Context: an optimization exercise on an open-source flow, tuned for small area, a short achievable clock period and few clock cycles per item. The choices shown serve that exercise and are no tape-out recipe.
The RTL of this run was laid out without a check of its function.
Power and IR drop assume default switching activity.

<file path="design/flow/flow/run.sh">
#!/bin/bash
# Layout flow: the standard ORFS flow, with the port buffers inserted as the smallest buffer
# (repair_design and repair_timing still resize them where timing needs it).
set -euo pipefail
export BUFFER_PORTS_ARGS="-buffer_cell sky130_fd_sc_hd__buf_1"
bash standard.sh > standard_flow.log 2>&1
</file>
<file path="design/flow/standard.sh">
#!/bin/bash
# synth_recipe.tcl (not shown) runs the flow's synth.tcl, then flattens the netlist and writes it again
# the make line also repeats each setting of config.mk as NAME=value (left out here)
make -C /OpenROAD-flow-scripts/flow DESIGN_CONFIG=/design/flow/config.mk WORK_HOME=/design/flow/orfs CLKGATE_MAP_FILE= SYNTH_SCRIPT=/design/flow/synth_recipe.tcl "${@:-finish}"
</file>
<file path="design/flow/config.mk">
export PLATFORM = sky130hd
export DESIGN_NAME = cla_mp_add_seq
export DESIGN_NICKNAME = cla_mp_add_seq
export VERILOG_FILES = /design/flow/design.v
export SDC_FILE = /design/flow/constraint.sdc
export NUM_CORES = 4
export LEC_CHECK = 0
export ABC_AREA = 1
export CAP_MARGIN = 20
export CORE_ASPECT_RATIO = 0.4
export CORE_MARGIN = 2
export CORE_UTILIZATION = 50
export CTS_BUF_LIST = sky130_fd_sc_hd__clkbuf_4 sky130_fd_sc_hd__clkbuf_8
export CTS_CLUSTER_DIAMETER = 60
export CTS_CLUSTER_SIZE = 12
export SETUP_SLACK_MARGIN = 5
export SLEW_MARGIN = 20
</file>
<file path="design/flow/constraint.sdc">
create_clock -name core_clock -period 10.0 [get_ports {clk}]
set_input_delay 2.0000 -clock core_clock [delete_from_list [all_inputs] [get_ports {clk}]]
set_output_delay 2.0000 -clock core_clock [all_outputs]
set_load 0.01 [all_outputs]
</file>
<file path="design/flow/design.v">
package cla_pkg;
    localparam int WORD_W = 64;
    typedef enum logic [1:0] {IDLE, RUN, DONE} state_t;
    function automatic integer idx_w(input integer n);
        idx_w = n <= 1 ? 1 : $clog2(n);
    endfunction
endpackage
module add256 (
    input  logic [255:0] a,
    input  logic [255:0] b,
    input  logic         cin,
    output logic [255:0] sum,
    output logic         cout
);
    wire [255:0] p = a ^ b;
    wire [255:0] g = a & b;
    wire [255:0] c;
    wire n1g = g[1] | p[1] & g[0];
    wire n1p = p[1] & p[0];
    wire n2g = g[3] | p[3] & g[2];
    wire n2p = p[3] & p[2];
    wire n3g = g[5] | p[5] & g[4];
    wire n3p = p[5] & p[4];
    wire n4g = g[7] | p[7] & g[6];
    wire n4p = p[7] & p[6];
    wire n5g = g[9] | p[9] & g[8];
    wire n5p = p[9] & p[8];
    wire n6g = g[11] | p[11] & g[10];
    wire n6p = p[11] & p[10];
    wire n7g = g[13] | p[13] & g[12];
    wire n7p = p[13] & p[12];
    wire n8g = g[15] | p[15] & g[14];
    wire n8p = p[15] & p[14];
    wire n9g = g[17] | p[17] & g[16];
    wire n9p = p[17] & p[16];
    wire n10g = g[19] | p[19] & g[18];
    wire n10p = p[19] & p[18];
    wire n11g = g[21] | p[21] & g[20];
    wire n11p = p[21] & p[20];
    wire n12g = g[23] | p[23] & g[22];
    wire n12p = p[23] & p[22];
    wire n13g = g[25] | p[25] & g[24];
    wire n13p = p[25] & p[24];
    wire n14g = g[27] | p[27] & g[26];
    wire n14p = p[27] & p[26];
    wire n15g = g[29] | p[29] & g[28];
    wire n15p = p[29] & p[28];
    wire n16g = g[31] | p[31] & g[30];
    wire n16p = p[31] & p[30];
    wire n17g = g[33] | p[33] & g[32];
    wire n17p = p[33] & p[32];
    wire n18g = g[35] | p[35] & g[34];
    wire n18p = p[35] & p[34];
    wire n19g = g[37] | p[37] & g[36];
    wire n19p = p[37] & p[36];
    wire n20g = g[39] | p[39] & g[38];
    wire n20p = p[39] & p[38];
    wire n21g = g[41] | p[41] & g[40];
    wire n21p = p[41] & p[40];
    wire n22g = g[43] | p[43] & g[42];
    wire n22p = p[43] & p[42];
    wire n23g = g[45] | p[45] & g[44];
    wire n23p = p[45] & p[44];
    wire n24g = g[47] | p[47] & g[46];
    wire n24p = p[47] & p[46];
    wire n25g = g[49] | p[49] & g[48];
    wire n25p = p[49] & p[48];
    wire n26g = g[51] | p[51] & g[50];
    wire n26p = p[51] & p[50];
    wire n27g = g[53] | p[53] & g[52];
    wire n27p = p[53] & p[52];
    wire n28g = g[55] | p[55] & g[54];
    wire n28p = p[55] & p[54];
    wire n29g = g[57] | p[57] & g[56];
    wire n29p = p[57] & p[56];
    wire n30g = g[59] | p[59] & g[58];
    wire n30p = p[59] & p[58];
    wire n31g = g[61] | p[61] & g[60];
    wire n31p = p[61] & p[60];
    wire n32g = g[63] | p[63] & g[62];
    wire n32p = p[63] & p[62];
    wire n33g = g[65] | p[65] & g[64];
    wire n33p = p[65] & p[64];
    wire n34g = g[67] | p[67] & g[66];
    wire n34p = p[67] & p[66];
    wire n35g = g[69] | p[69] & g[68];
    wire n35p = p[69] & p[68];
    wire n36g = g[71] | p[71] & g[70];
    wire n36p = p[71] & p[70];
    wire n37g = g[73] | p[73] & g[72];
    wire n37p = p[73] & p[72];
    wire n38g = g[75] | p[75] & g[74];
    wire n38p = p[75] & p[74];
    wire n39g = g[77] | p[77] & g[76];
    wire n39p = p[77] & p[76];
    wire n40g = g[79] | p[79] & g[78];
    wire n40p = p[79] & p[78];
    wire n41g = g[81] | p[81] & g[80];
    wire n41p = p[81] & p[80];
    wire n42g = g[83] | p[83] & g[82];
    wire n42p = p[83] & p[82];
    wire n43g = g[85] | p[85] & g[84];
    wire n43p = p[85] & p[84];
    wire n44g = g[87] | p[87] & g[86];
    wire n44p = p[87] & p[86];
    wire n45g = g[89] | p[89] & g[88];
    wire n45p = p[89] & p[88];
    wire n46g = g[91] | p[91] & g[90];
    wire n46p = p[91] & p[90];
    wire n47g = g[93] | p[93] & g[92];
    wire n47p = p[93] & p[92];
    wire n48g = g[95] | p[95] & g[94];
    wire n48p = p[95] & p[94];
    wire n49g = g[97] | p[97] & g[96];
    wire n49p = p[97] & p[96];
    wire n50g = g[99] | p[99] & g[98];
    wire n50p = p[99] & p[98];
    wire n51g = g[101] | p[101] & g[100];
    wire n51p = p[101] & p[100];
    wire n52g = g[103] | p[103] & g[102];
    wire n52p = p[103] & p[102];
    wire n53g = g[105] | p[105] & g[104];
    wire n53p = p[105] & p[104];
    wire n54g = g[107] | p[107] & g[106];
    wire n54p = p[107] & p[106];
    wire n55g = g[109] | p[109] & g[108];
    wire n55p = p[109] & p[108];
    wire n56g = g[111] | p[111] & g[110];
    wire n56p = p[111] & p[110];
    wire n57g = g[113] | p[113] & g[112];
    wire n57p = p[113] & p[112];
    wire n58g = g[115] | p[115] & g[114];
    wire n58p = p[115] & p[114];
    wire n59g = g[117] | p[117] & g[116];
    wire n59p = p[117] & p[116];
    wire n60g = g[119] | p[119] & g[118];
    wire n60p = p[119] & p[118];
    wire n61g = g[121] | p[121] & g[120];
    wire n61p = p[121] & p[120];
    wire n62g = g[123] | p[123] & g[122];
    wire n62p = p[123] & p[122];
    wire n63g = g[125] | p[125] & g[124];
    wire n63p = p[125] & p[124];
    wire n64g = g[127] | p[127] & g[126];
    wire n64p = p[127] & p[126];
    wire n65g = g[129] | p[129] & g[128];
    wire n65p = p[129] & p[128];
    wire n66g = g[131] | p[131] & g[130];
    wire n66p = p[131] & p[130];
    wire n67g = g[133] | p[133] & g[132];
    wire n67p = p[133] & p[132];
    wire n68g = g[135] | p[135] & g[134];
    wire n68p = p[135] & p[134];
    wire n69g = g[137] | p[137] & g[136];
    wire n69p = p[137] & p[136];
    wire n70g = g[139] | p[139] & g[138];
    wire n70p = p[139] & p[138];
    wire n71g = g[141] | p[141] & g[140];
    wire n71p = p[141] & p[140];
    wire n72g = g[143] | p[143] & g[142];
    wire n72p = p[143] & p[142];
    wire n73g = g[145] | p[145] & g[144];
    wire n73p = p[145] & p[144];
    wire n74g = g[147] | p[147] & g[146];
    wire n74p = p[147] & p[146];
    wire n75g = g[149] | p[149] & g[148];
    wire n75p = p[149] & p[148];
    wire n76g = g[151] | p[151] & g[150];
    wire n76p = p[151] & p[150];
    wire n77g = g[153] | p[153] & g[152];
    wire n77p = p[153] & p[152];
    wire n78g = g[155] | p[155] & g[154];
    wire n78p = p[155] & p[154];
    wire n79g = g[157] | p[157] & g[156];
    wire n79p = p[157] & p[156];
    wire n80g = g[159] | p[159] & g[158];
    wire n80p = p[159] & p[158];
    wire n81g = g[161] | p[161] & g[160];
    wire n81p = p[161] & p[160];
    wire n82g = g[163] | p[163] & g[162];
    wire n82p = p[163] & p[162];
    wire n83g = g[165] | p[165] & g[164];
    wire n83p = p[165] & p[164];
    wire n84g = g[167] | p[167] & g[166];
    wire n84p = p[167] & p[166];
    wire n85g = g[169] | p[169] & g[168];
    wire n85p = p[169] & p[168];
    wire n86g = g[171] | p[171] & g[170];
    wire n86p = p[171] & p[170];
    wire n87g = g[173] | p[173] & g[172];
    wire n87p = p[173] & p[172];
    wire n88g = g[175] | p[175] & g[174];
    wire n88p = p[175] & p[174];
    wire n89g = g[177] | p[177] & g[176];
    wire n89p = p[177] & p[176];
    wire n90g = g[179] | p[179] & g[178];
    wire n90p = p[179] & p[178];
    wire n91g = g[181] | p[181] & g[180];
    wire n91p = p[181] & p[180];
    wire n92g = g[183] | p[183] & g[182];
    wire n92p = p[183] & p[182];
    wire n93g = g[185] | p[185] & g[184];
    wire n93p = p[185] & p[184];
    wire n94g = g[187] | p[187] & g[186];
    wire n94p = p[187] & p[186];
    wire n95g = g[189] | p[189] & g[188];
    wire n95p = p[189] & p[188];
    wire n96g = g[191] | p[191] & g[190];
    wire n96p = p[191] & p[190];
    wire n97g = g[193] | p[193] & g[192];
    wire n97p = p[193] & p[192];
    wire n98g = g[195] | p[195] & g[194];
    wire n98p = p[195] & p[194];
    wire n99g = g[197] | p[197] & g[196];
    wire n99p = p[197] & p[196];
    wire n100g = g[199] | p[199] & g[198];
    wire n100p = p[199] & p[198];
    wire n101g = g[201] | p[201] & g[200];
    wire n101p = p[201] & p[200];
    wire n102g = g[203] | p[203] & g[202];
    wire n102p = p[203] & p[202];
    wire n103g = g[205] | p[205] & g[204];
    wire n103p = p[205] & p[204];
    wire n104g = g[207] | p[207] & g[206];
    wire n104p = p[207] & p[206];
    wire n105g = g[209] | p[209] & g[208];
    wire n105p = p[209] & p[208];
    wire n106g = g[211] | p[211] & g[210];
    wire n106p = p[211] & p[210];
    wire n107g = g[213] | p[213] & g[212];
    wire n107p = p[213] & p[212];
    wire n108g = g[215] | p[215] & g[214];
    wire n108p = p[215] & p[214];
    wire n109g = g[217] | p[217] & g[216];
    wire n109p = p[217] & p[216];
    wire n110g = g[219] | p[219] & g[218];
    wire n110p = p[219] & p[218];
    wire n111g = g[221] | p[221] & g[220];
    wire n111p = p[221] & p[220];
    wire n112g = g[223] | p[223] & g[222];
    wire n112p = p[223] & p[222];
    wire n113g = g[225] | p[225] & g[224];
    wire n113p = p[225] & p[224];
    wire n114g = g[227] | p[227] & g[226];
    wire n114p = p[227] & p[226];
    wire n115g = g[229] | p[229] & g[228];
    wire n115p = p[229] & p[228];
    wire n116g = g[231] | p[231] & g[230];
    wire n116p = p[231] & p[230];
    wire n117g = g[233] | p[233] & g[232];
    wire n117p = p[233] & p[232];
    wire n118g = g[235] | p[235] & g[234];
    wire n118p = p[235] & p[234];
    wire n119g = g[237] | p[237] & g[236];
    wire n119p = p[237] & p[236];
    wire n120g = g[239] | p[239] & g[238];
    wire n120p = p[239] & p[238];
    wire n121g = g[241] | p[241] & g[240];
    wire n121p = p[241] & p[240];
    wire n122g = g[243] | p[243] & g[242];
    wire n122p = p[243] & p[242];
    wire n123g = g[245] | p[245] & g[244];
    wire n123p = p[245] & p[244];
    wire n124g = g[247] | p[247] & g[246];
    wire n124p = p[247] & p[246];
    wire n125g = g[249] | p[249] & g[248];
    wire n125p = p[249] & p[248];
    wire n126g = g[251] | p[251] & g[250];
    wire n126p = p[251] & p[250];
    wire n127g = g[253] | p[253] & g[252];
    wire n127p = p[253] & p[252];
    wire n128g = g[255] | p[255] & g[254];
    wire n128p = p[255] & p[254];
    wire n129g = n1g | n1p & cin;
    wire n130g = n3g | n3p & n2g;
    wire n130p = n3p & n2p;
    wire n131g = n5g | n5p & n4g;
    wire n131p = n5p & n4p;
    wire n132g = n7g | n7p & n6g;
    wire n132p = n7p & n6p;
    wire n133g = n9g | n9p & n8g;
    wire n133p = n9p & n8p;
    wire n134g = n11g | n11p & n10g;
    wire n134p = n11p & n10p;
    wire n135g = n13g | n13p & n12g;
    wire n135p = n13p & n12p;
    wire n136g = n15g | n15p & n14g;
    wire n136p = n15p & n14p;
    wire n137g = n17g | n17p & n16g;
    wire n137p = n17p & n16p;
    wire n138g = n19g | n19p & n18g;
    wire n138p = n19p & n18p;
    wire n139g = n21g | n21p & n20g;
    wire n139p = n21p & n20p;
    wire n140g = n23g | n23p & n22g;
    wire n140p = n23p & n22p;
    wire n141g = n25g | n25p & n24g;
    wire n141p = n25p & n24p;
    wire n142g = n27g | n27p & n26g;
    wire n142p = n27p & n26p;
    wire n143g = n29g | n29p & n28g;
    wire n143p = n29p & n28p;
    wire n144g = n31g | n31p & n30g;
    wire n144p = n31p & n30p;
    wire n145g = n33g | n33p & n32g;
    wire n145p = n33p & n32p;
    wire n146g = n35g | n35p & n34g;
    wire n146p = n35p & n34p;
    wire n147g = n37g | n37p & n36g;
    wire n147p = n37p & n36p;
    wire n148g = n39g | n39p & n38g;
    wire n148p = n39p & n38p;
    wire n149g = n41g | n41p & n40g;
    wire n149p = n41p & n40p;
    wire n150g = n43g | n43p & n42g;
    wire n150p = n43p & n42p;
    wire n151g = n45g | n45p & n44g;
    wire n151p = n45p & n44p;
    wire n152g = n47g | n47p & n46g;
    wire n152p = n47p & n46p;
    wire n153g = n49g | n49p & n48g;
    wire n153p = n49p & n48p;
    wire n154g = n51g | n51p & n50g;
    wire n154p = n51p & n50p;
    wire n155g = n53g | n53p & n52g;
    wire n155p = n53p & n52p;
    wire n156g = n55g | n55p & n54g;
    wire n156p = n55p & n54p;
    wire n157g = n57g | n57p & n56g;
    wire n157p = n57p & n56p;
    wire n158g = n59g | n59p & n58g;
    wire n158p = n59p & n58p;
    wire n159g = n61g | n61p & n60g;
    wire n159p = n61p & n60p;
    wire n160g = n63g | n63p & n62g;
    wire n160p = n63p & n62p;
    wire n161g = n65g | n65p & n64g;
    wire n161p = n65p & n64p;
    wire n162g = n67g | n67p & n66g;
    wire n162p = n67p & n66p;
    wire n163g = n69g | n69p & n68g;
    wire n163p = n69p & n68p;
    wire n164g = n71g | n71p & n70g;
    wire n164p = n71p & n70p;
    wire n165g = n73g | n73p & n72g;
    wire n165p = n73p & n72p;
    wire n166g = n75g | n75p & n74g;
    wire n166p = n75p & n74p;
    wire n167g = n77g | n77p & n76g;
    wire n167p = n77p & n76p;
    wire n168g = n79g | n79p & n78g;
    wire n168p = n79p & n78p;
    wire n169g = n81g | n81p & n80g;
    wire n169p = n81p & n80p;
    wire n170g = n83g | n83p & n82g;
    wire n170p = n83p & n82p;
    wire n171g = n85g | n85p & n84g;
    wire n171p = n85p & n84p;
    wire n172g = n87g | n87p & n86g;
    wire n172p = n87p & n86p;
    wire n173g = n89g | n89p & n88g;
    wire n173p = n89p & n88p;
    wire n174g = n91g | n91p & n90g;
    wire n174p = n91p & n90p;
    wire n175g = n93g | n93p & n92g;
    wire n175p = n93p & n92p;
    wire n176g = n95g | n95p & n94g;
    wire n176p = n95p & n94p;
    wire n177g = n97g | n97p & n96g;
    wire n177p = n97p & n96p;
    wire n178g = n99g | n99p & n98g;
    wire n178p = n99p & n98p;
    wire n179g = n101g | n101p & n100g;
    wire n179p = n101p & n100p;
    wire n180g = n103g | n103p & n102g;
    wire n180p = n103p & n102p;
    wire n181g = n105g | n105p & n104g;
    wire n181p = n105p & n104p;
    wire n182g = n107g | n107p & n106g;
    wire n182p = n107p & n106p;
    wire n183g = n109g | n109p & n108g;
    wire n183p = n109p & n108p;
    wire n184g = n111g | n111p & n110g;
    wire n184p = n111p & n110p;
    wire n185g = n113g | n113p & n112g;
    wire n185p = n113p & n112p;
    wire n186g = n115g | n115p & n114g;
    wire n186p = n115p & n114p;
    wire n187g = n117g | n117p & n116g;
    wire n187p = n117p & n116p;
    wire n188g = n119g | n119p & n118g;
    wire n188p = n119p & n118p;
    wire n189g = n121g | n121p & n120g;
    wire n189p = n121p & n120p;
    wire n190g = n123g | n123p & n122g;
    wire n190p = n123p & n122p;
    wire n191g = n125g | n125p & n124g;
    wire n191p = n125p & n124p;
    wire n192g = n127g | n127p & n126g;
    wire n192p = n127p & n126p;
    wire n193g = n130g | n130p & n129g;
    wire n194g = n132g | n132p & n131g;
    wire n194p = n132p & n131p;
    wire n195g = n134g | n134p & n133g;
    wire n195p = n134p & n133p;
    wire n196g = n136g | n136p & n135g;
    wire n196p = n136p & n135p;
    wire n197g = n138g | n138p & n137g;
    wire n197p = n138p & n137p;
    wire n198g = n140g | n140p & n139g;
    wire n198p = n140p & n139p;
    wire n199g = n142g | n142p & n141g;
    wire n199p = n142p & n141p;
    wire n200g = n144g | n144p & n143g;
    wire n200p = n144p & n143p;
    wire n201g = n146g | n146p & n145g;
    wire n201p = n146p & n145p;
    wire n202g = n148g | n148p & n147g;
    wire n202p = n148p & n147p;
    wire n203g = n150g | n150p & n149g;
    wire n203p = n150p & n149p;
    wire n204g = n152g | n152p & n151g;
    wire n204p = n152p & n151p;
    wire n205g = n154g | n154p & n153g;
    wire n205p = n154p & n153p;
    wire n206g = n156g | n156p & n155g;
    wire n206p = n156p & n155p;
    wire n207g = n158g | n158p & n157g;
    wire n207p = n158p & n157p;
    wire n208g = n160g | n160p & n159g;
    wire n208p = n160p & n159p;
    wire n209g = n162g | n162p & n161g;
    wire n209p = n162p & n161p;
    wire n210g = n164g | n164p & n163g;
    wire n210p = n164p & n163p;
    wire n211g = n166g | n166p & n165g;
    wire n211p = n166p & n165p;
    wire n212g = n168g | n168p & n167g;
    wire n212p = n168p & n167p;
    wire n213g = n170g | n170p & n169g;
    wire n213p = n170p & n169p;
    wire n214g = n172g | n172p & n171g;
    wire n214p = n172p & n171p;
    wire n215g = n174g | n174p & n173g;
    wire n215p = n174p & n173p;
    wire n216g = n176g | n176p & n175g;
    wire n216p = n176p & n175p;
    wire n217g = n178g | n178p & n177g;
    wire n217p = n178p & n177p;
    wire n218g = n180g | n180p & n179g;
    wire n218p = n180p & n179p;
    wire n219g = n182g | n182p & n181g;
    wire n219p = n182p & n181p;
    wire n220g = n184g | n184p & n183g;
    wire n220p = n184p & n183p;
    wire n221g = n186g | n186p & n185g;
    wire n221p = n186p & n185p;
    wire n222g = n188g | n188p & n187g;
    wire n222p = n188p & n187p;
    wire n223g = n190g | n190p & n189g;
    wire n223p = n190p & n189p;
    wire n224g = n192g | n192p & n191g;
    wire n224p = n192p & n191p;
    wire n225g = n194g | n194p & n193g;
    wire n226g = n196g | n196p & n195g;
    wire n226p = n196p & n195p;
    wire n227g = n198g | n198p & n197g;
    wire n227p = n198p & n197p;
    wire n228g = n200g | n200p & n199g;
    wire n228p = n200p & n199p;
    wire n229g = n202g | n202p & n201g;
    wire n229p = n202p & n201p;
    wire n230g = n204g | n204p & n203g;
    wire n230p = n204p & n203p;
    wire n231g = n206g | n206p & n205g;
    wire n231p = n206p & n205p;
    wire n232g = n208g | n208p & n207g;
    wire n232p = n208p & n207p;
    wire n233g = n210g | n210p & n209g;
    wire n233p = n210p & n209p;
    wire n234g = n212g | n212p & n211g;
    wire n234p = n212p & n211p;
    wire n235g = n214g | n214p & n213g;
    wire n235p = n214p & n213p;
    wire n236g = n216g | n216p & n215g;
    wire n236p = n216p & n215p;
    wire n237g = n218g | n218p & n217g;
    wire n237p = n218p & n217p;
    wire n238g = n220g | n220p & n219g;
    wire n238p = n220p & n219p;
    wire n239g = n222g | n222p & n221g;
    wire n239p = n222p & n221p;
    wire n240g = n224g | n224p & n223g;
    wire n240p = n224p & n223p;
    wire n241g = n226g | n226p & n225g;
    wire n242g = n228g | n228p & n227g;
    wire n242p = n228p & n227p;
    wire n243g = n230g | n230p & n229g;
    wire n243p = n230p & n229p;
    wire n244g = n232g | n232p & n231g;
    wire n244p = n232p & n231p;
    wire n245g = n234g | n234p & n233g;
    wire n245p = n234p & n233p;
    wire n246g = n236g | n236p & n235g;
    wire n246p = n236p & n235p;
    wire n247g = n238g | n238p & n237g;
    wire n247p = n238p & n237p;
    wire n248g = n240g | n240p & n239g;
    wire n248p = n240p & n239p;
    wire n249g = n242g | n242p & n241g;
    wire n250g = n244g | n244p & n243g;
    wire n250p = n244p & n243p;
    wire n251g = n246g | n246p & n245g;
    wire n251p = n246p & n245p;
    wire n252g = n248g | n248p & n247g;
    wire n252p = n248p & n247p;
    wire n253g = n250g | n250p & n249g;
    wire n254g = n252g | n252p & n251g;
    wire n254p = n252p & n251p;
    wire n255g = n254g | n254p & n253g;
    wire n256g = n251g | n251p & n253g;
    wire n257g = n243g | n243p & n249g;
    wire n258g = n245g | n245p & n253g;
    wire n259g = n247g | n247p & n256g;
    wire n260g = n227g | n227p & n241g;
    wire n261g = n229g | n229p & n249g;
    wire n262g = n231g | n231p & n257g;
    wire n263g = n233g | n233p & n253g;
    wire n264g = n235g | n235p & n258g;
    wire n265g = n237g | n237p & n256g;
    wire n266g = n239g | n239p & n259g;
    wire n267g = n195g | n195p & n225g;
    wire n268g = n197g | n197p & n241g;
    wire n269g = n199g | n199p & n260g;
    wire n270g = n201g | n201p & n249g;
    wire n271g = n203g | n203p & n261g;
    wire n272g = n205g | n205p & n257g;
    wire n273g = n207g | n207p & n262g;
    wire n274g = n209g | n209p & n253g;
    wire n275g = n211g | n211p & n263g;
    wire n276g = n213g | n213p & n258g;
    wire n277g = n215g | n215p & n264g;
    wire n278g = n217g | n217p & n256g;
    wire n279g = n219g | n219p & n265g;
    wire n280g = n221g | n221p & n259g;
    wire n281g = n223g | n223p & n266g;
    wire n282g = n131g | n131p & n193g;
    wire n283g = n133g | n133p & n225g;
    wire n284g = n135g | n135p & n267g;
    wire n285g = n137g | n137p & n241g;
    wire n286g = n139g | n139p & n268g;
    wire n287g = n141g | n141p & n260g;
    wire n288g = n143g | n143p & n269g;
    wire n289g = n145g | n145p & n249g;
    wire n290g = n147g | n147p & n270g;
    wire n291g = n149g | n149p & n261g;
    wire n292g = n151g | n151p & n271g;
    wire n293g = n153g | n153p & n257g;
    wire n294g = n155g | n155p & n272g;
    wire n295g = n157g | n157p & n262g;
    wire n296g = n159g | n159p & n273g;
    wire n297g = n161g | n161p & n253g;
    wire n298g = n163g | n163p & n274g;
    wire n299g = n165g | n165p & n263g;
    wire n300g = n167g | n167p & n275g;
    wire n301g = n169g | n169p & n258g;
    wire n302g = n171g | n171p & n276g;
    wire n303g = n173g | n173p & n264g;
    wire n304g = n175g | n175p & n277g;
    wire n305g = n177g | n177p & n256g;
    wire n306g = n179g | n179p & n278g;
    wire n307g = n181g | n181p & n265g;
    wire n308g = n183g | n183p & n279g;
    wire n309g = n185g | n185p & n259g;
    wire n310g = n187g | n187p & n280g;
    wire n311g = n189g | n189p & n266g;
    wire n312g = n191g | n191p & n281g;
    wire n313g = n2g | n2p & n129g;
    wire n314g = n4g | n4p & n193g;
    wire n315g = n6g | n6p & n282g;
    wire n316g = n8g | n8p & n225g;
    wire n317g = n10g | n10p & n283g;
    wire n318g = n12g | n12p & n267g;
    wire n319g = n14g | n14p & n284g;
    wire n320g = n16g | n16p & n241g;
    wire n321g = n18g | n18p & n285g;
    wire n322g = n20g | n20p & n268g;
    wire n323g = n22g | n22p & n286g;
    wire n324g = n24g | n24p & n260g;
    wire n325g = n26g | n26p & n287g;
    wire n326g = n28g | n28p & n269g;
    wire n327g = n30g | n30p & n288g;
    wire n328g = n32g | n32p & n249g;
    wire n329g = n34g | n34p & n289g;
    wire n330g = n36g | n36p & n270g;
    wire n331g = n38g | n38p & n290g;
    wire n332g = n40g | n40p & n261g;
    wire n333g = n42g | n42p & n291g;
    wire n334g = n44g | n44p & n271g;
    wire n335g = n46g | n46p & n292g;
    wire n336g = n48g | n48p & n257g;
    wire n337g = n50g | n50p & n293g;
    wire n338g = n52g | n52p & n272g;
    wire n339g = n54g | n54p & n294g;
    wire n340g = n56g | n56p & n262g;
    wire n341g = n58g | n58p & n295g;
    wire n342g = n60g | n60p & n273g;
    wire n343g = n62g | n62p & n296g;
    wire n344g = n64g | n64p & n253g;
    wire n345g = n66g | n66p & n297g;
    wire n346g = n68g | n68p & n274g;
    wire n347g = n70g | n70p & n298g;
    wire n348g = n72g | n72p & n263g;
    wire n349g = n74g | n74p & n299g;
    wire n350g = n76g | n76p & n275g;
    wire n351g = n78g | n78p & n300g;
    wire n352g = n80g | n80p & n258g;
    wire n353g = n82g | n82p & n301g;
    wire n354g = n84g | n84p & n276g;
    wire n355g = n86g | n86p & n302g;
    wire n356g = n88g | n88p & n264g;
    wire n357g = n90g | n90p & n303g;
    wire n358g = n92g | n92p & n277g;
    wire n359g = n94g | n94p & n304g;
    wire n360g = n96g | n96p & n256g;
    wire n361g = n98g | n98p & n305g;
    wire n362g = n100g | n100p & n278g;
    wire n363g = n102g | n102p & n306g;
    wire n364g = n104g | n104p & n265g;
    wire n365g = n106g | n106p & n307g;
    wire n366g = n108g | n108p & n279g;
    wire n367g = n110g | n110p & n308g;
    wire n368g = n112g | n112p & n259g;
    wire n369g = n114g | n114p & n309g;
    wire n370g = n116g | n116p & n280g;
    wire n371g = n118g | n118p & n310g;
    wire n372g = n120g | n120p & n266g;
    wire n373g = n122g | n122p & n311g;
    wire n374g = n124g | n124p & n281g;
    wire n375g = n126g | n126p & n312g;
    wire n376g = n128g | n128p & n255g;
    assign c[0] = cin;
    wire n377g = g[0] | p[0] & cin;
    assign c[1] = n377g;
    assign c[2] = n129g;
    wire n378g = g[2] | p[2] & n1g | p[2] & n1p & cin;
    assign c[3] = n378g;
    assign c[4] = n313g;
    wire n379g = g[4] | p[4] & n2g | p[4] & n2p & n129g;
    assign c[5] = n379g;
    assign c[6] = n193g;
    wire n380g = g[6] | p[6] & n130g | p[6] & n130p & n129g;
    assign c[7] = n380g;
    assign c[8] = n314g;
    wire n381g = g[8] | p[8] & n4g | p[8] & n4p & n193g;
    assign c[9] = n381g;
    assign c[10] = n282g;
    wire n382g = g[10] | p[10] & n131g | p[10] & n131p & n193g;
    assign c[11] = n382g;
    assign c[12] = n315g;
    wire n383g = g[12] | p[12] & n6g | p[12] & n6p & n282g;
    assign c[13] = n383g;
    assign c[14] = n225g;
    wire n384g = g[14] | p[14] & n194g | p[14] & n194p & n193g;
    assign c[15] = n384g;
    assign c[16] = n316g;
    wire n385g = g[16] | p[16] & n8g | p[16] & n8p & n225g;
    assign c[17] = n385g;
    assign c[18] = n283g;
    wire n386g = g[18] | p[18] & n133g | p[18] & n133p & n225g;
    assign c[19] = n386g;
    assign c[20] = n317g;
    wire n387g = g[20] | p[20] & n10g | p[20] & n10p & n283g;
    assign c[21] = n387g;
    assign c[22] = n267g;
    wire n388g = g[22] | p[22] & n195g | p[22] & n195p & n225g;
    assign c[23] = n388g;
    assign c[24] = n318g;
    wire n389g = g[24] | p[24] & n12g | p[24] & n12p & n267g;
    assign c[25] = n389g;
    assign c[26] = n284g;
    wire n390g = g[26] | p[26] & n135g | p[26] & n135p & n267g;
    assign c[27] = n390g;
    assign c[28] = n319g;
    wire n391g = g[28] | p[28] & n14g | p[28] & n14p & n284g;
    assign c[29] = n391g;
    assign c[30] = n241g;
    wire n392g = g[30] | p[30] & n226g | p[30] & n226p & n225g;
    assign c[31] = n392g;
    assign c[32] = n320g;
    wire n393g = g[32] | p[32] & n16g | p[32] & n16p & n241g;
    assign c[33] = n393g;
    assign c[34] = n285g;
    wire n394g = g[34] | p[34] & n137g | p[34] & n137p & n241g;
    assign c[35] = n394g;
    assign c[36] = n321g;
    wire n395g = g[36] | p[36] & n18g | p[36] & n18p & n285g;
    assign c[37] = n395g;
    assign c[38] = n268g;
    wire n396g = g[38] | p[38] & n197g | p[38] & n197p & n241g;
    assign c[39] = n396g;
    assign c[40] = n322g;
    wire n397g = g[40] | p[40] & n20g | p[40] & n20p & n268g;
    assign c[41] = n397g;
    assign c[42] = n286g;
    wire n398g = g[42] | p[42] & n139g | p[42] & n139p & n268g;
    assign c[43] = n398g;
    assign c[44] = n323g;
    wire n399g = g[44] | p[44] & n22g | p[44] & n22p & n286g;
    assign c[45] = n399g;
    assign c[46] = n260g;
    wire n400g = g[46] | p[46] & n227g | p[46] & n227p & n241g;
    assign c[47] = n400g;
    assign c[48] = n324g;
    wire n401g = g[48] | p[48] & n24g | p[48] & n24p & n260g;
    assign c[49] = n401g;
    assign c[50] = n287g;
    wire n402g = g[50] | p[50] & n141g | p[50] & n141p & n260g;
    assign c[51] = n402g;
    assign c[52] = n325g;
    wire n403g = g[52] | p[52] & n26g | p[52] & n26p & n287g;
    assign c[53] = n403g;
    assign c[54] = n269g;
    wire n404g = g[54] | p[54] & n199g | p[54] & n199p & n260g;
    assign c[55] = n404g;
    assign c[56] = n326g;
    wire n405g = g[56] | p[56] & n28g | p[56] & n28p & n269g;
    assign c[57] = n405g;
    assign c[58] = n288g;
    wire n406g = g[58] | p[58] & n143g | p[58] & n143p & n269g;
    assign c[59] = n406g;
    assign c[60] = n327g;
    wire n407g = g[60] | p[60] & n30g | p[60] & n30p & n288g;
    assign c[61] = n407g;
    assign c[62] = n249g;
    wire n408g = g[62] | p[62] & n242g | p[62] & n242p & n241g;
    assign c[63] = n408g;
    assign c[64] = n328g;
    wire n409g = g[64] | p[64] & n32g | p[64] & n32p & n249g;
    assign c[65] = n409g;
    assign c[66] = n289g;
    wire n410g = g[66] | p[66] & n145g | p[66] & n145p & n249g;
    assign c[67] = n410g;
    assign c[68] = n329g;
    wire n411g = g[68] | p[68] & n34g | p[68] & n34p & n289g;
    assign c[69] = n411g;
    assign c[70] = n270g;
    wire n412g = g[70] | p[70] & n201g | p[70] & n201p & n249g;
    assign c[71] = n412g;
    assign c[72] = n330g;
    wire n413g = g[72] | p[72] & n36g | p[72] & n36p & n270g;
    assign c[73] = n413g;
    assign c[74] = n290g;
    wire n414g = g[74] | p[74] & n147g | p[74] & n147p & n270g;
    assign c[75] = n414g;
    assign c[76] = n331g;
    wire n415g = g[76] | p[76] & n38g | p[76] & n38p & n290g;
    assign c[77] = n415g;
    assign c[78] = n261g;
    wire n416g = g[78] | p[78] & n229g | p[78] & n229p & n249g;
    assign c[79] = n416g;
    assign c[80] = n332g;
    wire n417g = g[80] | p[80] & n40g | p[80] & n40p & n261g;
    assign c[81] = n417g;
    assign c[82] = n291g;
    wire n418g = g[82] | p[82] & n149g | p[82] & n149p & n261g;
    assign c[83] = n418g;
    assign c[84] = n333g;
    wire n419g = g[84] | p[84] & n42g | p[84] & n42p & n291g;
    assign c[85] = n419g;
    assign c[86] = n271g;
    wire n420g = g[86] | p[86] & n203g | p[86] & n203p & n261g;
    assign c[87] = n420g;
    assign c[88] = n334g;
    wire n421g = g[88] | p[88] & n44g | p[88] & n44p & n271g;
    assign c[89] = n421g;
    assign c[90] = n292g;
    wire n422g = g[90] | p[90] & n151g | p[90] & n151p & n271g;
    assign c[91] = n422g;
    assign c[92] = n335g;
    wire n423g = g[92] | p[92] & n46g | p[92] & n46p & n292g;
    assign c[93] = n423g;
    assign c[94] = n257g;
    wire n424g = g[94] | p[94] & n243g | p[94] & n243p & n249g;
    assign c[95] = n424g;
    assign c[96] = n336g;
    wire n425g = g[96] | p[96] & n48g | p[96] & n48p & n257g;
    assign c[97] = n425g;
    assign c[98] = n293g;
    wire n426g = g[98] | p[98] & n153g | p[98] & n153p & n257g;
    assign c[99] = n426g;
    assign c[100] = n337g;
    wire n427g = g[100] | p[100] & n50g | p[100] & n50p & n293g;
    assign c[101] = n427g;
    assign c[102] = n272g;
    wire n428g = g[102] | p[102] & n205g | p[102] & n205p & n257g;
    assign c[103] = n428g;
    assign c[104] = n338g;
    wire n429g = g[104] | p[104] & n52g | p[104] & n52p & n272g;
    assign c[105] = n429g;
    assign c[106] = n294g;
    wire n430g = g[106] | p[106] & n155g | p[106] & n155p & n272g;
    assign c[107] = n430g;
    assign c[108] = n339g;
    wire n431g = g[108] | p[108] & n54g | p[108] & n54p & n294g;
    assign c[109] = n431g;
    assign c[110] = n262g;
    wire n432g = g[110] | p[110] & n231g | p[110] & n231p & n257g;
    assign c[111] = n432g;
    assign c[112] = n340g;
    wire n433g = g[112] | p[112] & n56g | p[112] & n56p & n262g;
    assign c[113] = n433g;
    assign c[114] = n295g;
    wire n434g = g[114] | p[114] & n157g | p[114] & n157p & n262g;
    assign c[115] = n434g;
    assign c[116] = n341g;
    wire n435g = g[116] | p[116] & n58g | p[116] & n58p & n295g;
    assign c[117] = n435g;
    assign c[118] = n273g;
    wire n436g = g[118] | p[118] & n207g | p[118] & n207p & n262g;
    assign c[119] = n436g;
    assign c[120] = n342g;
    wire n437g = g[120] | p[120] & n60g | p[120] & n60p & n273g;
    assign c[121] = n437g;
    assign c[122] = n296g;
    wire n438g = g[122] | p[122] & n159g | p[122] & n159p & n273g;
    assign c[123] = n438g;
    assign c[124] = n343g;
    wire n439g = g[124] | p[124] & n62g | p[124] & n62p & n296g;
    assign c[125] = n439g;
    assign c[126] = n253g;
    wire n440g = g[126] | p[126] & n250g | p[126] & n250p & n249g;
    assign c[127] = n440g;
    assign c[128] = n344g;
    wire n441g = g[128] | p[128] & n64g | p[128] & n64p & n253g;
    assign c[129] = n441g;
    assign c[130] = n297g;
    wire n442g = g[130] | p[130] & n161g | p[130] & n161p & n253g;
    assign c[131] = n442g;
    assign c[132] = n345g;
    wire n443g = g[132] | p[132] & n66g | p[132] & n66p & n297g;
    assign c[133] = n443g;
    assign c[134] = n274g;
    wire n444g = g[134] | p[134] & n209g | p[134] & n209p & n253g;
    assign c[135] = n444g;
    assign c[136] = n346g;
    wire n445g = g[136] | p[136] & n68g | p[136] & n68p & n274g;
    assign c[137] = n445g;
    assign c[138] = n298g;
    wire n446g = g[138] | p[138] & n163g | p[138] & n163p & n274g;
    assign c[139] = n446g;
    assign c[140] = n347g;
    wire n447g = g[140] | p[140] & n70g | p[140] & n70p & n298g;
    assign c[141] = n447g;
    assign c[142] = n263g;
    wire n448g = g[142] | p[142] & n233g | p[142] & n233p & n253g;
    assign c[143] = n448g;
    assign c[144] = n348g;
    wire n449g = g[144] | p[144] & n72g | p[144] & n72p & n263g;
    assign c[145] = n449g;
    assign c[146] = n299g;
    wire n450g = g[146] | p[146] & n165g | p[146] & n165p & n263g;
    assign c[147] = n450g;
    assign c[148] = n349g;
    wire n451g = g[148] | p[148] & n74g | p[148] & n74p & n299g;
    assign c[149] = n451g;
    assign c[150] = n275g;
    wire n452g = g[150] | p[150] & n211g | p[150] & n211p & n263g;
    assign c[151] = n452g;
    assign c[152] = n350g;
    wire n453g = g[152] | p[152] & n76g | p[152] & n76p & n275g;
    assign c[153] = n453g;
    assign c[154] = n300g;
    wire n454g = g[154] | p[154] & n167g | p[154] & n167p & n275g;
    assign c[155] = n454g;
    assign c[156] = n351g;
    wire n455g = g[156] | p[156] & n78g | p[156] & n78p & n300g;
    assign c[157] = n455g;
    assign c[158] = n258g;
    wire n456g = g[158] | p[158] & n245g | p[158] & n245p & n253g;
    assign c[159] = n456g;
    assign c[160] = n352g;
    wire n457g = g[160] | p[160] & n80g | p[160] & n80p & n258g;
    assign c[161] = n457g;
    assign c[162] = n301g;
    wire n458g = g[162] | p[162] & n169g | p[162] & n169p & n258g;
    assign c[163] = n458g;
    assign c[164] = n353g;
    wire n459g = g[164] | p[164] & n82g | p[164] & n82p & n301g;
    assign c[165] = n459g;
    assign c[166] = n276g;
    wire n460g = g[166] | p[166] & n213g | p[166] & n213p & n258g;
    assign c[167] = n460g;
    assign c[168] = n354g;
    wire n461g = g[168] | p[168] & n84g | p[168] & n84p & n276g;
    assign c[169] = n461g;
    assign c[170] = n302g;
    wire n462g = g[170] | p[170] & n171g | p[170] & n171p & n276g;
    assign c[171] = n462g;
    assign c[172] = n355g;
    wire n463g = g[172] | p[172] & n86g | p[172] & n86p & n302g;
    assign c[173] = n463g;
    assign c[174] = n264g;
    wire n464g = g[174] | p[174] & n235g | p[174] & n235p & n258g;
    assign c[175] = n464g;
    assign c[176] = n356g;
    wire n465g = g[176] | p[176] & n88g | p[176] & n88p & n264g;
    assign c[177] = n465g;
    assign c[178] = n303g;
    wire n466g = g[178] | p[178] & n173g | p[178] & n173p & n264g;
    assign c[179] = n466g;
    assign c[180] = n357g;
    wire n467g = g[180] | p[180] & n90g | p[180] & n90p & n303g;
    assign c[181] = n467g;
    assign c[182] = n277g;
    wire n468g = g[182] | p[182] & n215g | p[182] & n215p & n264g;
    assign c[183] = n468g;
    assign c[184] = n358g;
    wire n469g = g[184] | p[184] & n92g | p[184] & n92p & n277g;
    assign c[185] = n469g;
    assign c[186] = n304g;
    wire n470g = g[186] | p[186] & n175g | p[186] & n175p & n277g;
    assign c[187] = n470g;
    assign c[188] = n359g;
    wire n471g = g[188] | p[188] & n94g | p[188] & n94p & n304g;
    assign c[189] = n471g;
    assign c[190] = n256g;
    wire n472g = g[190] | p[190] & n251g | p[190] & n251p & n253g;
    assign c[191] = n472g;
    assign c[192] = n360g;
    wire n473g = g[192] | p[192] & n96g | p[192] & n96p & n256g;
    assign c[193] = n473g;
    assign c[194] = n305g;
    wire n474g = g[194] | p[194] & n177g | p[194] & n177p & n256g;
    assign c[195] = n474g;
    assign c[196] = n361g;
    wire n475g = g[196] | p[196] & n98g | p[196] & n98p & n305g;
    assign c[197] = n475g;
    assign c[198] = n278g;
    wire n476g = g[198] | p[198] & n217g | p[198] & n217p & n256g;
    assign c[199] = n476g;
    assign c[200] = n362g;
    wire n477g = g[200] | p[200] & n100g | p[200] & n100p & n278g;
    assign c[201] = n477g;
    assign c[202] = n306g;
    wire n478g = g[202] | p[202] & n179g | p[202] & n179p & n278g;
    assign c[203] = n478g;
    assign c[204] = n363g;
    wire n479g = g[204] | p[204] & n102g | p[204] & n102p & n306g;
    assign c[205] = n479g;
    assign c[206] = n265g;
    wire n480g = g[206] | p[206] & n237g | p[206] & n237p & n256g;
    assign c[207] = n480g;
    assign c[208] = n364g;
    wire n481g = g[208] | p[208] & n104g | p[208] & n104p & n265g;
    assign c[209] = n481g;
    assign c[210] = n307g;
    wire n482g = g[210] | p[210] & n181g | p[210] & n181p & n265g;
    assign c[211] = n482g;
    assign c[212] = n365g;
    wire n483g = g[212] | p[212] & n106g | p[212] & n106p & n307g;
    assign c[213] = n483g;
    assign c[214] = n279g;
    wire n484g = g[214] | p[214] & n219g | p[214] & n219p & n265g;
    assign c[215] = n484g;
    assign c[216] = n366g;
    wire n485g = g[216] | p[216] & n108g | p[216] & n108p & n279g;
    assign c[217] = n485g;
    assign c[218] = n308g;
    wire n486g = g[218] | p[218] & n183g | p[218] & n183p & n279g;
    assign c[219] = n486g;
    assign c[220] = n367g;
    wire n487g = g[220] | p[220] & n110g | p[220] & n110p & n308g;
    assign c[221] = n487g;
    assign c[222] = n259g;
    wire n488g = g[222] | p[222] & n247g | p[222] & n247p & n256g;
    assign c[223] = n488g;
    assign c[224] = n368g;
    wire n489g = g[224] | p[224] & n112g | p[224] & n112p & n259g;
    assign c[225] = n489g;
    assign c[226] = n309g;
    wire n490g = g[226] | p[226] & n185g | p[226] & n185p & n259g;
    assign c[227] = n490g;
    assign c[228] = n369g;
    wire n491g = g[228] | p[228] & n114g | p[228] & n114p & n309g;
    assign c[229] = n491g;
    assign c[230] = n280g;
    wire n492g = g[230] | p[230] & n221g | p[230] & n221p & n259g;
    assign c[231] = n492g;
    assign c[232] = n370g;
    wire n493g = g[232] | p[232] & n116g | p[232] & n116p & n280g;
    assign c[233] = n493g;
    assign c[234] = n310g;
    wire n494g = g[234] | p[234] & n187g | p[234] & n187p & n280g;
    assign c[235] = n494g;
    assign c[236] = n371g;
    wire n495g = g[236] | p[236] & n118g | p[236] & n118p & n310g;
    assign c[237] = n495g;
    assign c[238] = n266g;
    wire n496g = g[238] | p[238] & n239g | p[238] & n239p & n259g;
    assign c[239] = n496g;
    assign c[240] = n372g;
    wire n497g = g[240] | p[240] & n120g | p[240] & n120p & n266g;
    assign c[241] = n497g;
    assign c[242] = n311g;
    wire n498g = g[242] | p[242] & n189g | p[242] & n189p & n266g;
    assign c[243] = n498g;
    assign c[244] = n373g;
    wire n499g = g[244] | p[244] & n122g | p[244] & n122p & n311g;
    assign c[245] = n499g;
    assign c[246] = n281g;
    wire n500g = g[246] | p[246] & n223g | p[246] & n223p & n266g;
    assign c[247] = n500g;
    assign c[248] = n374g;
    wire n501g = g[248] | p[248] & n124g | p[248] & n124p & n281g;
    assign c[249] = n501g;
    assign c[250] = n312g;
    wire n502g = g[250] | p[250] & n191g | p[250] & n191p & n281g;
    assign c[251] = n502g;
    assign c[252] = n375g;
    wire n503g = g[252] | p[252] & n126g | p[252] & n126p & n312g;
    assign c[253] = n503g;
    assign c[254] = n255g;
    wire n504g = g[254] | p[254] & n254g | p[254] & n254p & n253g;
    assign c[255] = n504g;
    assign sum  = p ^ c;
    assign cout = n376g;
endmodule
import cla_pkg::*;
module cla_mp_add_seq #(
    parameter int NUM_WORDS = 4
) (
    input  logic                                 clk,
    input  logic                                 rst,
    input  logic                                 in_valid,
    output logic                                 in_ready,
    input  logic [NUM_WORDS*cla_pkg::WORD_W-1:0] in_a,
    input  logic [NUM_WORDS*cla_pkg::WORD_W-1:0] in_b,
    input  logic                                 in_cin,
    input  logic                                 in_sub,
    output logic                                 out_valid,
    input  logic                                 out_ready,
    output logic [NUM_WORDS*cla_pkg::WORD_W-1:0] out_sum,
    output logic                                 out_cout,
    output logic                                 out_ovf,
    output logic                                 busy
);
    localparam int W = NUM_WORDS * WORD_W;
    logic [W-1:0] bb, s, sum_r;
    logic         c0, co, cout_r, ovf_r, valid_r, take;
    assign bb   = in_b ^ {W{in_sub}};
    assign c0   = in_cin ^ in_sub;
    assign take = ~valid_r | out_ready;
    add256 u_add (.a(in_a), .b(bb), .cin(c0), .sum(s), .cout(co));
    always_ff @(posedge clk) begin
        if (rst) valid_r <= 1'b0;
        else if (take) valid_r <= in_valid;
    end
    always_ff @(posedge clk) begin
        if (take) begin
            sum_r  <= s;
            cout_r <= co;
            ovf_r  <= in_a[W-1] ^ bb[W-1] ^ s[W-1] ^ co;
        end
    end
    assign in_ready  = take;
    assign out_valid = valid_r;
    assign busy      = valid_r;
    assign out_sum   = sum_r;
    assign out_cout  = cout_r;
    assign out_ovf   = ovf_r;
endmodule
</file>
==> results.toml <==
[global_routing]
gr-total-overflow = 0
grt_use_total_pct = 29.2
gr-usage-met1_pct = 36.0
grt.met3_usage_pct = 5.90
grt.busiest_layer = "met2"
global_route_wire_length_before_repair_mm = 96.6
global_route_met2_utilization_pct = 50.2
largest_net_degree_at_the_start_of_global_routing = 68
number_of_global_route_vias_before_repair = 17300
antenna_found_initial = 10

[die]
top_level_ports = 779
fp-row-count = 47
die_area_um2 = 43500
die_boundary_width_um = 327
die_height_um = 133
initial_utilization_pct = 50.6
floorplan.core_area_um2 = 41200

[route]
detailroute.via_count = 18200
first_pass_iters = 5
initialDrtViolationCount = 927
route.final.wire_length_mm = 66.9
post_drt_wl_per_cell_um = 18.4
remaining_drc_errors = 0
ant_nets = 0
viasPerCell = 4.98

[yosys]
synthArstFlopShare_pct = 0
synth-edff-count = 258
post-synth-top-area-cell = "edfxtp_1"
syn_inst = 2246
post_synth.cell_area_avg_um2 = 9.29
synth.ff_latch_count = 259
postSynth.topFlopCell = "edfxtp_1"
synth_top_cell_area_share_pct = 37.1
synth.cell_area_um2 = 20900
ys_types = 41
synth_top_cells_by_area = "edfxtp_1, xor2_1, ha_1, nand2_1, a21oi_1"
synth_nets = 3021
yosys_warnings = 1
ys_seq_area_share_pct = 37.2

[worst_setup_path]
timing.critical_path.slowest_stage_cell = "ha_1"
worstSetupStartpoint = "in_sub"
start_kind = "input port"
timing.critical_path.arrival_ns = 5.21
crit_type = "input port to flop"
cp_slowest_stage_delay_ns = 0.38
timing.critical_path.mode_cell = "nand2_4"
worst_ep_required_time_ns = 10.34
worst_reg2reg_path_length_in_cells = 4
worstPathMaxFanout = 12
worst_r2r_startpoint = "valid_r$_SDFFE_PP0P_"
worst_setup_path_end_kind = "flop"

[timing]
worstMarginPinSlew_ns = 0.948
timing.max_slew.rel_slack_pct = 36.8
final_number_of_setup_violating_endpoints = 0
fin_crit_sh_pct = 48.7
timing.setup.tns_ns = 0
rsz0062_at_grt = "yes"
worst_clock_skew_ns = 0.0246
max_slew_vio_count = 0
achievable-frequency_mhz = 205
final_hold_viol_count = 0
final_period_minus_worst_setup_slack_ns = 4.87

[pwr]
pwr-share-clk_pct = 16.0
p_comb_share_pct = 43.3
power_report.internal_total_mw = 2.57
power.ir.vdd_worst_mv = 0.0945
switching_power_as_a_share_of_total_power_pct = 39.2
power.switching_mw = 1.66
p_leak_nw = 11.7
part_of_the_total_power_dissipated_in_sequential_elements_pct = 40.7
power.density_nw_per_um2 = 164

[min_path]
holdPathStages = 2
min_path_type = "flop to flop"
launch_point_of_the_worst_hold_path = "valid_r$_SDFFE_PP0P_"

[final_layout]
multi_input_comb_area_um2 = 12300
design.final.nets = 3836
stdcell_area_um2 = 25700
commonest_cells_after_routing_fill_and_taps_aside = "buf_1, xor2_1, nand2_1, inv_1, edfxtp_1"
fill_cells = 3735
syn_to_final_growth_pct = 23.4
ratio_of_cells_with_drive_above_1_in_the_final_layout_pct = 5.54
regArea_um2 = 7770
layout.cells.most_common = "buf_1"

[clock_network]
clock_path_buffers = 3
clock_sinks = 259
tritoncts = "done"
insertion_delay_ns = 0.59
path_clk_slew_ns = 0.09
clock-root-buffer = "clkbuf_8"
cts_made_buffers = 25
h-tree-depth = 1

[placement]
port_buffers = 778
hpwl_mm = 53.0
place_area_um2 = 24500
place.gp.congestion = 0.938

[job]
max_cap_violations = 0

[run_status]
status = "no timing/DRC/antenna violations"
-- critical path: cells and delay by family --
| family | cells | cell delay, ns |
|---|---|---|
| fa+ha+maj | 1 | 0.38 |
| xor+xnor | 1 | 0.18 |
| buf+inv | 3 | 0.55 |
| simple gates | 21 | 2.05 |
-- through the flow --
step	total power, mW	std cells	worst slack, ns	util (%)	hold WS (ns)
floorplan	2.87	2246	4.90	-	1.60
global placement	3.48	3565	3.34	59.5	0.913
detailed placement	3.50	3565	3.25	59.5	0.917
CTS	4.20	3613	5.02	61.4	0.934
global route	4.48	3640	4.95	62.4	0.982
finish	4.23	3643	5.13	62.4	0.918
-- power by group through the flow --
stage | Clock [mW] | Sequential [mW] | Combinational (mW)
2_1_floorplan | 0 | 1.92 | 0.950
3_3_place_gp | 0 | 1.74 | 1.74
3_5_place_dp | 0 | 1.75 | 1.75
4_1_cts | 0.692 | 1.72 | 1.79
5_1_grt | 0.724 | 1.75 | 2.01
6_report | 0.678 | 1.72 | 1.83
-- path summary, 6_finish.rpt --
kind | to | slack, ns
max | sum_r[252]$_DFFE_PP_ | 5.13
min | valid_r$_SDFFE_PP0P_ | 0.92
max reg2reg | sum_r[203]$_DFFE_PP_ | 6.44
min reg2reg | valid_r$_SDFFE_PP0P_ | 0.92
-- synth_stat cells, drive strengths merged, types with 23 or more instances --
cell type and number:
nand2 414, xor2 407, inv 260, edfxtp 258
ha 256, a21oi 220, nor2 88, xnor2 84
nand3 70, o21ai 33, nor3 31, buf 24
nand4 23
-- logic make-up after synthesis --
group           after synthesis  synth area share, %
compound gates              313                 8.40
xor+xnor                    491                 20.6
fa+ha+maj                   257                 15.5
buf+inv                     290                 5.26
flops                       259                 37.2
simple gates                636                 13.0
-- layout make-up --
cell class	instances	area share (%)
multi-input cells	1697	47.8
flip-flops and latches	259	30.2
repair buffers	818	13.7
inverters	260	3.79
well taps	563	2.74
clock buffers	35	1.63
diodes	10	0.0972
clock inverters	1	0.0292
-- flip-flops by register name, summed over array words and instances, names as in the netlist --
register	flops
ovf_r	1
valid_r	1
cout_r	1
sum_r	256
-- layer usage --
layer  up-vias  part of all wire (%)  wire length, µm
met3       159                   6.0             3990
li1       9144                     -                -
met4         4                   4.5             3040
met2       543                    48            32200
met1      8306                    41            27700
met5         -                 0.033               22
-- what timing repair did --
action,in CTS,in global routing
buffers inserted,5,17
setup endpoints to repair,209,85
hold endpoints to repair,0,0
gates resized for setup,24,49
hold buffers,0,0
gates cloned,7,3
pin swaps,2,19

afterwards: timing with drivers on the ports:
No port has a modelled driver above. Below, the same layout with a new extraction and two added sets of constraints.
Step 1: set_driving_cell puts a clkbuf_16 on clk and a buf_2 on each other input, an assumption about the parent block.
Step 2 moves the port delays by t, midway between the first and last clock arrival at a register: inputs arrive t later, outputs are due t later. That takes back most of the time a late clock gives input paths.
Slacks: ideal ports / drivers / drivers and shift; pairs: ideal ports / drivers.
t, ns: 0.647
slack for setup (ns): 5.134 / 5.068 / 4.421
worst setup path after step 2: input to register
clock arrival spread, ns: 0.042 / 0.043
worst data-port slew with drivers (ns): 0.18
After both steps this run still meets setup and hold. The setup slack of this run moves by -0.066 ns with the drivers and by -0.713 ns with both steps.
